From an optimization exercise on the open Yosys and OpenROAD flow, aimed at small area, a short achievable clock period and few clock cycles per item; shortcuts taken in it are not production practice. In this exercise RTL edits were held to simulation tests only and were not proved equivalent to the original. Power is estimated from default activity; no workload was simulated.

Setup of old:
## chebyshev_clenshaw_evaluator_top
module chebyshev_clenshaw_evaluator_top #(
    parameter int MAX_TERMS = cce_pkg::MAX_TERMS_DEF,
    parameter int NRING     = 2
) (
    input  wire logic                                aclk,
    input  wire logic                                aresetn,
    input  wire logic                                cfg_valid,
    output logic                                     cfg_ready,
    input  wire logic [cce_pkg::DEG_W-1:0]           cfg_data,
    input  wire logic                                s_valid,
    output logic                                     s_ready,
    input  wire logic [cce_pkg::KIND_W-1:0]          s_kind,
    input  wire logic [cce_pkg::INDEX_W-1:0]         s_coeff_index,
    input  wire logic signed [cce_pkg::COEFF_W-1:0]  s_coeff_value,
    input  wire logic signed [cce_pkg::POINT_W-1:0]  s_point,
    output logic                                     m_valid,
    input  wire logic                                m_ready,
    output logic signed [cce_pkg::ACC_W-1:0]         m_value,
    output logic                                     m_saturated
);
export LEC_CHECK = 0
export ABC_CLOCK_PERIOD_IN_PS = 3000
export CAP_MARGIN = 20
export CORE_MARGIN = 2
export CORE_UTILIZATION = 40
export SLEW_MARGIN = 20
create_clock -name core_clock -period 11.0 [get_ports {aclk}]
standard.sh (not shown) runs the stock make flow with config.mk's settings and CLKGATE_MAP_FILE= SYNTH_SCRIPT=/design/flow/synth_recipe.tcl, a recipe that flattens the netlist after the stock synthesis.
==> flow/flow/run.sh <==
#!/bin/bash
set -euo pipefail
MARGIN=${MARGIN:-6.5}
bash standard.sh finish \
  "SETUP_SLACK_MARGIN=${MARGIN}" \
  "BUFFER_PORTS_ARGS=-buffer_cell sky130_fd_sc_hd__buf_4" \
  > standard_make.log 2>&1
old has completed all stages; timing, DRC and antenna checks passed.
Testbench counts of old, summed over its fixed seeds: cycles 20,480, items 4,096.
Here is what was changed in the inputs of new compared with old.
- removing ABC_CLOCK_PERIOD_IN_PS (formerly 3000)
--- a/flow/flow/run.sh
+++ b/flow/flow/run.sh
@@ -1,5 +1,5 @@
 #!/bin/bash
 set -euo pipefail
-MARGIN=${MARGIN:-6.5}
+MARGIN=${MARGIN:-7}
 bash standard.sh finish \
   "SETUP_SLACK_MARGIN=${MARGIN}" \
[summary]
- Both conditions hold for new: the flow ran to the end and the final layout passed the timing, DRC and antenna checks.
- Compared with old, in new first-pass GRT wire length climbed 0.89%, total power climbed 3.4%.
- Summary of new over old: number of gates resized after CTS increased by 19 relative to the old numbers; layout overhead on the synthesized area now sits higher; share of the core filled with cells up 0.40 points.

* * *

build 54:
chebyshev_clenshaw_evaluator_top again, from the RTL that the note above started with.
export LEC_CHECK = 0
export ABC_CLOCK_PERIOD_IN_PS = 3000
export CAP_MARGIN = 20
export CORE_MARGIN = 2
export CORE_UTILIZATION = 40
export SLEW_MARGIN = 20
create_clock -name core_clock -period 11.0 [get_ports {aclk}]
==> flow/flow/run.sh <==
#!/bin/bash
set -euo pipefail
MARGIN=${MARGIN:-7.3}
bash standard.sh finish \
  "SETUP_SLACK_MARGIN=${MARGIN}" \
  "BUFFER_PORTS_ARGS=-buffer_cell sky130_fd_sc_hd__buf_4" \
  > standard_make.log 2>&1
Testbench counts of build 54, summed over its fixed seeds: cycles 20,480, items 4,096.
#### Input delta (build 39 over build 54)
--- a/flow/flow/run.sh
+++ b/flow/flow/run.sh
@@ -3 +3 @@
-MARGIN=${MARGIN:-7.3}
+MARGIN=${MARGIN:-7.5}
### Flow results
Relative to build 54, transition at the pin with the smallest max-transition slack increased by 0.0087 ns in build 39.
Looking at final area across build 39 and build 54, the one that comes out higher is build 39.
For the number of cells upsized or downsized after cts, build 39 came in 362 higher than build 54 did.
Changes observed in build 39 relative to build 54: final cell count saw an increase; layout-stage area growth over the synthesis result saw an increase.
The fraction of power consumed by the clock network of build 39 is lower than that of build 54.
Build 39 ends up with higher total wirelength of the detailed-routed design than build 54 does.
Build 39 vs build 54 — fraction of standard cell area in multi-input logic dropped 0.38 points.
Changes in build 30 relative to build 39:
--- a/flow/flow/run.sh
+++ b/flow/flow/run.sh
@@ -3 +3 @@
-MARGIN=${MARGIN:-7.5}
+MARGIN=${MARGIN:-7}
--- outcome ---
Delta (build 30 minus build 39): design area fell 8.0%; time the worst path needs with I/O delays and setup went up. Going from build 39 to build 30, count of clock-buffer cells in the layout shrank by a few percent. Build 39 vs build 30, kind of critical path: input port to flip-flop vs flip-flop to flip-flop.

==> what the ideal ports hide <==
How much do the figures lean on ideal ports? The routed layouts below were timed once more, with nothing changed but the port constraints. Step 1 assumes that a clkbuf_16 drives the clock port and a buf_2 every other input. Step 2 adds t to the input delays and takes it off the output delays; t is the mean of the earliest and latest rising clock arrival at the registers after step 1. Input paths then give back, and output paths get back, about the clock's delay inside the block. Slacks: no drivers / after step 1 / after step 2; pairs: no drivers / after step 1.
run | shift t [ns] | setup slack, ns | worst setup path at the end | clock arrival spread, ns
old | 0.809 | 6.687 / 6.687 / 6.083 | input to register | 0.084 / 0.084
new | 0.796 | 7.044 / 7.044 / 6.282 | input to register | 0.053 / 0.053
build 54 | 0.804 | 7.180 / 7.153 / 6.396 | input to register | 0.079 / 0.079
build 39 | 0.803 | 7.147 / 7.136 / 6.368 | input to register | 0.059 / 0.059
build 30 | 0.796 | 7.044 / 7.044 / 6.282 | input to register | 0.053 / 0.053
After both steps every run listed still meets setup and hold. The setup slack of build 54, which loses most, moves by -0.027 ns with the drivers and by -0.784 ns with both steps.
